Context: an optimization exercise on an open-source flow, tuned for small area. The choices shown serve that exercise and are no tape-out recipe. Function was checked by simulation only, so behaviour that the tests miss may differ from the original. Power figures rest on the tool's default switching activity, not on a simulated workload.

// console_buffer
module console_buffer (
  input  logic       clk,
  input  logic       rst,
  input  logic       i_char_stb,
  input  logic [7:0] i_char,
  input  logic       i_alt_func_en,
  input  logic [2:0] i_tab_count,
  input  logic       i_clear_screen_stb,
  output logic       o_wr_char_rdy,
  input  logic       i_read_frame_stb,
  input  logic       i_char_req_en,
  output logic       o_char_rdy,
  output logic [7:0] o_char
);
Size: ~1200 cells after synthesis, about 28 I/O pins, roughly 0.019 mm2 of cells after synthesis.
==> flow/config.mk <==
export PLATFORM = sky130hd
export DESIGN_NAME = console_buffer
export DESIGN_NICKNAME = console_buffer
export VERILOG_FILES = /design/flow/design.v
export SDC_FILE = /design/flow/constraint.sdc
export NUM_CORES = 4
export LEC_CHECK = 0
export CAP_MARGIN = 20
export CORE_MARGIN = 2
export CORE_UTILIZATION = 60
export CTS_BUF_LIST = sky130_fd_sc_hd__clkbuf_8
export CTS_CLUSTER_DIAMETER = 60
export CTS_CLUSTER_SIZE = 16
export SLEW_MARGIN = 20
export SYNTH_MEMORY_MAX_BITS = 4096
==> flow/constraint.sdc <==
create_clock -name core_clock -period 5.0 [get_ports {clk}]
set_input_delay 1.0000 -clock core_clock [delete_from_list [all_inputs] [get_ports {clk}]]
set_output_delay 1.0000 -clock core_clock [all_outputs]
set_load 0.01 [all_outputs]
standard.sh (not shown) runs the stock make flow with config.mk's settings and CLKGATE_MAP_FILE= SYNTH_SCRIPT=/design/flow/synth_recipe.tcl, a recipe that flattens the netlist after the stock synthesis.
==> flow/flow/run.sh <==
#!/bin/bash
# Standard layout, with port buffers of the smallest buffer and no dummy clock loads.
set -e
export BUFFER_PORTS_ARGS="-buffer_cell sky130_fd_sc_hd__buf_1"
export CTS_ARGS="-sink_clustering_enable -repair_clock_nets -dont_use_dummy_load -sink_clustering_size 21 -sink_clustering_max_diameter 60 -buf_list sky130_fd_sc_hd__clkbuf_8"
bash standard.sh > standard.log 2>&1
Then changed:
==> flow/flow/run.sh (replaced) <==
#!/bin/bash
# Standard layout, with port buffers of the smallest buffer and no dummy clock loads.
set -e
export BUFFER_PORTS_ARGS="-buffer_cell sky130_fd_sc_hd__buf_1"
export CTS_ARGS="-sink_clustering_enable -repair_clock_nets -dont_use_dummy_load -sink_clustering_size 16 -sink_clustering_max_diameter 60 -buf_list sky130_fd_sc_hd__clkbuf_8"
bash standard.sh > standard.log 2>&1
- ABC_AREA: not set -> 1
The changed run finished with timing, DRC and antenna clean.
Cell count went up by 57%.
Total power fell by 21%.
Core utilization goes up by 0.53 points.
Then changed:
- ABC_AREA: 1 -> not set
Result:
- flip-flop and latch count does not change
- count of clock-buffer cells in the layout climbs by 1
- worst setup slack improves by 0.10 ns
- synthesized area drops by a few percent
- global-route usage drops by 4.2 points
- clock power stays flat
- total power climbs by a quarter to a third
- fmax climbs by a few percent
- wire length drops by about a fifth
- sequential power climbs by roughly a tenth

## job 175
console_buffer, a different RTL version from the one above (not shown whole).
Size: about 1300 cells after synthesis, about 560 flip-flops, ~28 I/O pins.
Design console_buffer, start of the top module:
module console_buffer (
  input  logic       clk,
  input  logic       rst,
  input  logic       i_char_stb,
  input  logic [7:0] i_char,
  input  logic       i_alt_func_en,
  input  logic [2:0] i_tab_count,
  input  logic       i_clear_screen_stb,
  output logic       o_wr_char_rdy,
  input  logic       i_read_frame_stb,
  input  logic       i_char_req_en,
  output logic       o_char_rdy,
  output logic [7:0] o_char
);
clock: 5.0 ns
lec_check: 0
cap_margin: 20
core_margin: 2
core_utilization: 60
cts_buf_list: sky130_fd_sc_hd__clkbuf_8
cts_cluster_diameter: 60
cts_cluster_size: 16
slew_margin: 20
synth_memory_max_bits: 4096
==> flow/flow/run.sh <==
#!/bin/bash
# Standard layout, with port buffers of the smallest buffer and no dummy clock loads.
set -e
export BUFFER_PORTS_ARGS="-buffer_cell sky130_fd_sc_hd__buf_1"
export CTS_ARGS="-sink_clustering_enable -repair_clock_nets -dont_use_dummy_load -sink_clustering_size 20 -sink_clustering_max_diameter 45 -buf_list sky130_fd_sc_hd__clkbuf_8"
bash standard.sh > standard.log 2>&1
Job 175 finished end to end and its layout was clean on timing, DRC and antenna.
What job 9310 does differently from job 175 at the input level:
==> flow/flow/run.sh <==
#!/bin/bash
# Standard layout, with port buffers of the smallest buffer and no dummy clock loads.
set -e
export BUFFER_PORTS_ARGS="-buffer_cell sky130_fd_sc_hd__buf_1"
export CTS_ARGS="-sink_clustering_enable -repair_clock_nets -dont_use_dummy_load -sink_clustering_size 16 -sink_clustering_max_diameter 60 -buf_list sky130_fd_sc_hd__clkbuf_8"
bash standard.sh > standard.log 2>&1
Findings:
Count of H-tree levels built during CTS across job 175 and job 9310: no real change. Looking at critical path capture point, the u_char_ram.mem[43][6]$_DFFE_PP_ result is from job 175; the u_char_ram.mem[19][5]$_DFFE_PP_ one comes from job 9310. ~same fill cell total of the finished layout in job 175 and job 9310. Going from job 175 to job 9310, wire length of the first global-routing pass ~0 delta; routing usage on met1 +0.66 points; insertion delay of the later-clocked pin in the worst-skew pair -0.02 ns.
Here is what was changed in the inputs of job 1327 compared with job 9310.
==> flow/flow/run.sh <==
#!/bin/bash
# Standard layout, with port buffers of the smallest buffer and no dummy clock loads.
set -e
export BUFFER_PORTS_ARGS="-buffer_cell sky130_fd_sc_hd__buf_1"
export CTS_ARGS="-sink_clustering_enable -repair_clock_nets -dont_use_dummy_load -sink_clustering_size 30 -sink_clustering_max_diameter 50 -buf_list sky130_fd_sc_hd__clkbuf_16"
bash standard.sh > standard.log 2>&1
--- outcome ---
No stage failed in job 1327, and the final checks on the layout all came back clean.
Between job 1327 and job 9310, it is job 1327 whose design area is higher, by 530 um2.
Job 9310 -> job 1327: distinct cell type count of the synthesized netlist delta 0, exact match
Summary — power share of the combinational group, job 1327 relative to job 9310: lower, by 0.9 points.
NOTE: transition time at the pin with the least slew margin in job 1327 exceeds that of job 9310
Diff job 9310 -> job 1327: worst clock skew now larger, clock period minus worst slack now larger, first-iteration DRC count now smaller.
Insertion delay of the later-clocked pin in the worst-skew pair in job 1327 is 0.04 ns below job 9310.
#### Input delta (job 9807 over job 1327)
Settings: CTS_CLUSTER_SIZE no longer set, was 16; CTS_CLUSTER_DIAMETER no longer set, was 60; SLEW_MARGIN now 5, was 20; CTS_BUF_LIST no longer set, was sky130_fd_sc_hd__clkbuf_8; CAP_MARGIN now 5, was 20.
==> flow/flow/run.sh <==
#!/bin/bash
# Standard layout, with port buffers of the smallest buffer and no dummy clock loads.
set -e
export BUFFER_PORTS_ARGS="-buffer_cell sky130_fd_sc_hd__buf_1"
export CTS_ARGS="-sink_clustering_enable -repair_clock_nets -dont_use_dummy_load -sink_clustering_size 16 -sink_clustering_max_diameter 60 -buf_list sky130_fd_sc_hd__clkbuf_8"
bash standard.sh > standard.log 2>&1
[summary]
- Wire length of the first global-routing pass: job 1327 vs job 9807 — no meaningful difference
- H-tree depth: job 1327 vs job 9807 identical
- Against job 1327, job 9807 comes in 0.25 nW lower on static leakage.
- Job 9807 does better than job 1327 on power.
- Compared to job 1327, job 9807 shows a wider setup margin.
- | detailed-route vias per instance | job 9807 vs job 1327 | ≈ equal |

[static timing again, ports no longer ideal]
Ports are ideal in the flow. The routed layouts listed here were re-timed in OpenROAD. Step 1, drivers: a clkbuf_16 drives clk and a buf_2 each remaining input, both assumed. Step 2 moves the port delays by t, midway between the first and last clock arrival at a register: inputs arrive t later, outputs are due t later. That takes back most of the time a late clock gives input paths. Three values: ideal, step 1, step 2; two values: the first two.
run | t (ns) | setup slack, ns | worst setup path after step 2 | latest minus earliest clock arrival (ns) | worst register clock-pin slew, ns
the first run of note 1 | 0.607 | 1.529 / 1.529 / 1.529 | register to register | 0.062 / 0.062 | 0.12 / 0.12
the second run of note 1 | 0.651 | 1.443 / 1.443 / 1.443 | register to register | 0.059 / 0.059 | 0.10 / 0.10
the third run of note 1 | 0.601 | 1.542 / 1.542 / 1.542 | register to register | 0.081 / 0.082 | 0.10 / 0.10
job 175 | 0.635 | 1.274 / 1.274 / 1.274 | register to register | 0.066 / 0.066 | 0.11 / 0.11
job 9310 | 0.631 | 1.329 / 1.329 / 1.329 | register to register | 0.033 / 0.033 | 0.11 / 0.11
job 1327 | 0.592 | 1.319 / 1.319 / 1.319 | register to register | 0.052 / 0.052 | 0.08 / 0.08
job 9807 | 0.663 | 1.394 / 1.394 / 1.394 | register to register | 0.046 / 0.046 | 0.10 / 0.10
After both steps setup and hold are still met in every run listed.
